This design comes from an exercise in tuning for small area on the open sky130 flow, not from production work. RTL that was checked went through simulation tests only; none was proved equivalent to the original. No activity file was given, so power comes from the tool's default toggle rates.

==> inputs of exp/delta <==
==> flow/design.v <==
module regfile_scoreboard #(
  parameter int DATA_W   = 32,
  parameter int ADDR_W   = 5,
  parameter int ZERO_REG = 1,
  parameter int BYPASS   = 1
) (
  input  logic              clk,
  input  logic              reset,
  input  logic [ADDR_W-1:0] rd_addr1,
  output logic [DATA_W-1:0] rd_data1,
  output logic              rd_busy1,
  input  logic [ADDR_W-1:0] rd_addr2,
  output logic [DATA_W-1:0] rd_data2,
  output logic              rd_busy2,
  input  logic              wr_en,
  input  logic [ADDR_W-1:0] wr_addr,
  input  logic [DATA_W-1:0] wr_data,
  input  logic              rsv_en,
  input  logic [ADDR_W-1:0] rsv_addr,
  input  logic              flush,
  output logic [ADDR_W:0]   busy_cnt
);
  localparam int DEPTH = 1 << ADDR_W;
  localparam bit ZR    = (ZERO_REG != 0);
  localparam bit BP    = (BYPASS != 0);
  logic [DATA_W-1:0] regs_q [DEPTH];
  logic [DEPTH-1:0]  busy_q, busy_d;
  logic [ADDR_W:0]   busy_cnt_q, busy_cnt_d;
  logic              wr_ok, rsv_ok;
  function automatic logic [ADDR_W:0] popcount(input logic [DEPTH-1:0] v);
    logic [ADDR_W:0] c;
    c = '0;
    for (int i = 0; i < DEPTH; i++) begin
      c = c + {{ADDR_W{1'b0}}, v[i]};
    end
    popcount = c;
  endfunction
  assign wr_ok  = wr_en  && !(ZR && (wr_addr  == '0));
  assign rsv_ok = rsv_en && !(ZR && (rsv_addr == '0));
  always_comb begin
    busy_d = busy_q;
    if (wr_ok) begin
      busy_d[wr_addr] = 1'b0;
    end
    if (flush) begin
      busy_d = '0;
    end else if (rsv_ok) begin
      busy_d[rsv_addr] = 1'b1;
    end
    busy_cnt_d = popcount(busy_d);
  end
  always_ff @(posedge clk or posedge reset) begin
    if (reset) begin
      busy_q     <= '0;
      busy_cnt_q <= '0;
      for (int i = 0; i < DEPTH; i++) begin
        regs_q[i] <= '0;
      end
    end else begin
      busy_q     <= busy_d;
      busy_cnt_q <= busy_cnt_d;
      if (wr_ok) begin
        regs_q[wr_addr] <= wr_data;
      end
    end
  end
  assign busy_cnt = busy_cnt_q;
  always_comb begin
    rd_data1 = regs_q[rd_addr1];
    rd_busy1 = busy_q[rd_addr1];
    if (reset || (ZR && (rd_addr1 == '0))) begin
      rd_data1 = '0;
      rd_busy1 = 1'b0;
    end else if (BP && wr_ok && (wr_addr == rd_addr1)) begin
      rd_data1 = wr_data;
      if (!(rsv_en && (rsv_addr == rd_addr1))) begin
        rd_busy1 = 1'b0;
      end
    end
  end
  always_comb begin
    rd_data2 = regs_q[rd_addr2];
    rd_busy2 = busy_q[rd_addr2];
    if (reset || (ZR && (rd_addr2 == '0))) begin
      rd_data2 = '0;
      rd_busy2 = 1'b0;
    end else if (BP && wr_ok && (wr_addr == rd_addr2)) begin
      rd_data2 = wr_data;
      if (!(rsv_en && (rsv_addr == rd_addr2))) begin
        rd_busy2 = 1'b0;
      end
    end
  end
endmodule
==> flow/run.sh <==
#!/bin/bash
# synth_recipe.tcl (not shown) runs the flow's synth.tcl, then flattens the netlist and writes it again
# the make line also repeats each setting of config.mk as NAME=value (left out here)
make -C /OpenROAD-flow-scripts/flow DESIGN_CONFIG=/design/flow/config.mk WORK_HOME=/design/flow/orfs CLKGATE_MAP_FILE= SYNTH_SCRIPT=/design/flow/synth_recipe.tcl finish
==> flow/config.mk <==
export PLATFORM = sky130hd
export DESIGN_NAME = regfile_scoreboard
export DESIGN_NICKNAME = regfile_scoreboard
export VERILOG_FILES = /design/flow/design.v
export SDC_FILE = /design/flow/constraint.sdc
export NUM_CORES = 4
export LEC_CHECK = 0
export CAP_MARGIN = 20
export CORE_MARGIN = 2
export CORE_UTILIZATION = 30
export SLEW_MARGIN = 20
==> flow/constraint.sdc <==
create_clock -name core_clock -period 8.0 [get_ports {clk}]
set_input_delay 1.6000 -clock core_clock [delete_from_list [all_inputs] [get_ports {clk}]]
set_output_delay 1.6000 -clock core_clock [all_outputs]
set_load 0.01 [all_outputs]
==> inputs of exp/indigo, as changes to exp/delta <==
==> flow/design.v (replaced) <==
module regfile_scoreboard #(
  parameter int DATA_W   = 32,
  parameter int ADDR_W   = 5,
  parameter int ZERO_REG = 1,
  parameter int BYPASS   = 1
) (
  input  logic              clk,
  input  logic              reset,
  input  logic [ADDR_W-1:0] rd_addr1,
  output logic [DATA_W-1:0] rd_data1,
  output logic              rd_busy1,
  input  logic [ADDR_W-1:0] rd_addr2,
  output logic [DATA_W-1:0] rd_data2,
  output logic              rd_busy2,
  input  logic              wr_en,
  input  logic [ADDR_W-1:0] wr_addr,
  input  logic [DATA_W-1:0] wr_data,
  input  logic              rsv_en,
  input  logic [ADDR_W-1:0] rsv_addr,
  input  logic              flush,
  output logic [ADDR_W:0]   busy_cnt
);
  logic [31:1][DATA_W-1:0] regs_q;
  logic [31:1]             valid_q;
  logic [31:1]             busy_q;
  logic [5:0]              cnt_q;
  logic [31:1] wdec, rdec, busy_mid;
  logic [31:1] g1, g2, s1, s2;
  logic        wr_ok, rsv_ok, hit1, hit2, by1, by2;
  logic        clr, rsv_hit, set, x;
  assign wr_ok  = wr_en  && (wr_addr  != '0);
  assign rsv_ok = rsv_en && (rsv_addr != '0);
  regfile_scoreboard_dec u_wdec (.a(wr_addr),  .en(wr_en),  .y(wdec));
  regfile_scoreboard_dec u_rdec (.a(rsv_addr), .en(rsv_en), .y(rdec));
  always_ff @(posedge clk) begin
    for (int i = 1; i < 32; i++) begin
      if (wdec[i]) regs_q[i] <= wr_data;
    end
  end
  always_ff @(posedge clk or posedge reset) begin
    if (reset) valid_q <= '0;
    else       valid_q <= valid_q | wdec;
  end
  assign busy_mid = busy_q & ~wdec;
  always_ff @(posedge clk or posedge reset) begin
    if (reset)      busy_q <= '0;
    else if (flush) busy_q <= '0;
    else            busy_q <= busy_mid | rdec;
  end
  regfile_scoreboard_sel u_clr (.sel({wdec, 1'b0}), .d({busy_q,   1'b0}), .y(clr));
  regfile_scoreboard_sel u_set (.sel({rdec, 1'b0}), .d({busy_mid, 1'b0}), .y(rsv_hit));
  assign set = rsv_ok && !rsv_hit;
  always_ff @(posedge clk or posedge reset) begin
    if (reset)            cnt_q <= '0;
    else if (flush)       cnt_q <= '0;
    else if (set && !clr) cnt_q <= cnt_q + 1'b1;
    else if (clr && !set) cnt_q <= cnt_q - 1'b1;
  end
  assign busy_cnt = cnt_q;
  assign hit1 = wr_ok && (wr_addr == rd_addr1);
  assign hit2 = wr_ok && (wr_addr == rd_addr2);
  assign by1  = hit1 && !reset;
  assign by2  = hit2 && !reset;
  regfile_scoreboard_rdsel u_rs1 (.a(rd_addr1), .hit(hit1), .valid(valid_q), .g(g1), .s(s1));
  regfile_scoreboard_rdsel u_rs2 (.a(rd_addr2), .hit(hit2), .valid(valid_q), .g(g2), .s(s2));
  for (genvar b = 0; b < DATA_W; b++) begin : g_rd
    logic [31:0] col;
    for (genvar i = 1; i < 32; i++) begin : g_col
      assign col[i] = regs_q[i][b];
    end
    assign col[0] = wr_data[b];
    regfile_scoreboard_sel u_p1 (.sel({s1, by1}), .d(col), .y(rd_data1[b]));
    regfile_scoreboard_sel u_p2 (.sel({s2, by2}), .d(col), .y(rd_data2[b]));
  end
  assign x = clr && rsv_en && (rsv_addr == wr_addr);
  regfile_scoreboard_sel u_b1 (.sel({g1, hit1}), .d({busy_q, x}), .y(rd_busy1));
  regfile_scoreboard_sel u_b2 (.sel({g2, hit2}), .d({busy_q, x}), .y(rd_busy2));
endmodule
module regfile_scoreboard_dec (
  input  logic [4:0]  a,
  input  logic        en,
  output logic [31:1] y
);
  always_comb begin
    for (int i = 1; i < 32; i++) y[i] = en && (a == 5'(i));
  end
endmodule
module regfile_scoreboard_rdsel (
  input  logic [4:0]  a,
  input  logic        hit,
  input  logic [31:1] valid,
  output logic [31:1] g,
  output logic [31:1] s
);
  always_comb begin
    for (int i = 1; i < 32; i++) begin
      g[i] = !hit && (a == 5'(i));
      s[i] = g[i] && valid[i];
    end
  end
endmodule
module regfile_scoreboard_sel (
  input  logic [31:0] sel,
  input  logic [31:0] d,
  output logic        y
);
  logic [11:0] n;
  for (genvar g = 0; g < 10; g++) begin : g_grp
    regfile_scoreboard_aoi3 u (.s(sel[3*g+:3]), .d(d[3*g+:3]), .y(n[g]));
  end
  regfile_scoreboard_nand2 u_n30 (.a(sel[30]), .b(d[30]), .y(n[10]));
  regfile_scoreboard_nand2 u_n31 (.a(sel[31]), .b(d[31]), .y(n[11]));
  assign y = ~&n;
endmodule
module regfile_scoreboard_aoi3 (
  input  logic [2:0] s,
  input  logic [2:0] d,
  output logic       y
);
  assign y = ~((s[0] & d[0]) | (s[1] & d[1]) | (s[2] & d[2]));
endmodule
module regfile_scoreboard_nand2 (
  input  logic a,
  input  logic b,
  output logic y
);
  assign y = ~(a & b);
endmodule
==> flow/flow/run.sh (new file) <==
#!/bin/bash
# The standard layout (the standard.sh, unchanged synthesis) with three
# changes to how the layout is made, all to cut cell area:
#  - ports are buffered with buf_2 instead of the resizer's default buffer;
#  - the clock tree uses clkbuf_4/clkbuf_8 with sinks clustered in tens and
#    no dummy loads;
#  - after global routing, non-critical gates are downsized (RECOVER_POWER).
# Every tool's full output is in standard.log and the ORFS logs under orfs/logs.
set -euo pipefail
export BUFFER_PORTS_ARGS="-buffer_cell sky130_fd_sc_hd__buf_2"
export CTS_ARGS="-sink_clustering_enable -repair_clock_nets -sink_clustering_size 10 -buf_list {sky130_fd_sc_hd__clkbuf_4 sky130_fd_sc_hd__clkbuf_8} -dont_use_dummy_load"
export RECOVER_POWER=100
bash standard.sh "BUFFER_PORTS_ARGS=$BUFFER_PORTS_ARGS" "CTS_ARGS=$CTS_ARGS" "RECOVER_POWER=$RECOVER_POWER" finish > standard.log 2>&1
==> flow/standard.sh (new file) <==
#!/bin/bash
# synth_recipe.tcl (not shown) runs the flow's synth.tcl, then flattens the netlist and writes it again
# the make line also repeats each setting of config.mk as NAME=value (left out here)
make -C /OpenROAD-flow-scripts/flow DESIGN_CONFIG=/design/flow/config.mk WORK_HOME=/design/flow/orfs CLKGATE_MAP_FILE= SYNTH_SCRIPT=/design/flow/synth_recipe.tcl "${@:-finish}"
CORE_UTILIZATION = 55   (was 30)
SYNTH_HIERARCHICAL = 1   (was unset)
removed: flow/run.sh
==> results.txt <==
Hold EP: exp/delta regs_q[1][17]; exp/indigo valid_q[20]
Result of the run: exp/delta complete, no violations; exp/indigo finished with violations
Violated checks: exp/delta -; exp/indigo capacitance limit, slew limit
Number of levels the H-tree was split into: exp/delta 3; exp/indigo 4
Peak clock frequency supported by timing: exp/delta 0.133 GHz; exp/indigo 0.133 GHz
Mean cell area of the mapped netlist: exp/delta 11.6 µm²; exp/indigo 16.5 µm²
Signal buf overhead: exp/delta 6.43%; exp/indigo 3.43%
Fin util: exp/delta 35.7%; exp/indigo 62.8%
Met1 wire length: exp/delta 103 mm; exp/indigo 58.5 mm
Switching portion of total power: exp/delta 29.9%; exp/indigo 23.6%
Tap cell count: exp/delta 2355; exp/indigo 1040
Wirelength per Cell: exp/delta 40.5 µm; exp/indigo 43.8 µm
Area taken by flip-flops and latches: exp/delta 0.0258 mm²; exp/indigo 0.0315 mm²
Die Footprint: exp/delta 0.184 mm²; exp/indigo 0.0809 mm²
Seq pwr: exp/delta 7.19 mW; exp/indigo 6.25 mW
Beginning of the worst hold path: exp/delta regs_q[1][17]; exp/indigo valid_q[20]
Fraction of the mapped netlist area in adder cells: exp/delta 1.28%; exp/indigo 0.162%
Detailed placement HPWL: exp/delta 183 mm; exp/indigo 102 mm
Cell Area, Placed: exp/delta 0.0597 mm²; exp/indigo 0.0466 mm²
Sequential fraction of the synthesis area: exp/delta 47.6%; exp/indigo 72.8%
Post-placement cell count: exp/delta 7037; exp/indigo 3901
Proportion of cell area spent on the clock network: exp/delta 6.22%; exp/indigo 4.85%
End of the critical path: exp/delta rd_data1[16]; exp/indigo rd_data2[24]
Final Hold Slack: exp/delta 527 ps; exp/indigo 481 ps
Launching instance or port of the critical path: exp/delta rd_addr1[2]; exp/indigo wr_addr[2]
Function not checked in exp/indigo: the RTL went through the layout flow alone.

[re-timing with driven ports]
Ports are ideal in the flow. The routed layouts listed here were re-timed in OpenROAD. Step 1, drivers: a clkbuf_16 drives clk and a buf_2 each remaining input, both assumed. Step 2 adds t to the input delays and takes it off the output delays; t is the mean of the earliest and latest rising clock arrival at the registers after step 1. Input paths then give back, and output paths get back, about the clock's delay inside the block. Slacks: ideal ports / drivers / drivers and shift; pairs: ideal ports / drivers.
| run | t (ns) | setup slack, ns | latest minus earliest clock arrival (ns) | worst register clock-pin slew, ns | cell pins on the clock port's net |
|---|---|---|---|---|---|
| exp/delta | 0.871 | 0.478 / 0.362 / -0.266 | 0.065 / 0.066 | 0.07 / 0.07 | 1 |
| exp/indigo | 0.903 | 0.495 / 0.470 / -0.124 | 0.086 / 0.086 | 0.07 / 0.07 | 1 |
For exp/delta, which loses most, drivers alone change the setup slack by -0.116 ns; drivers and shift together by -0.744 ns.
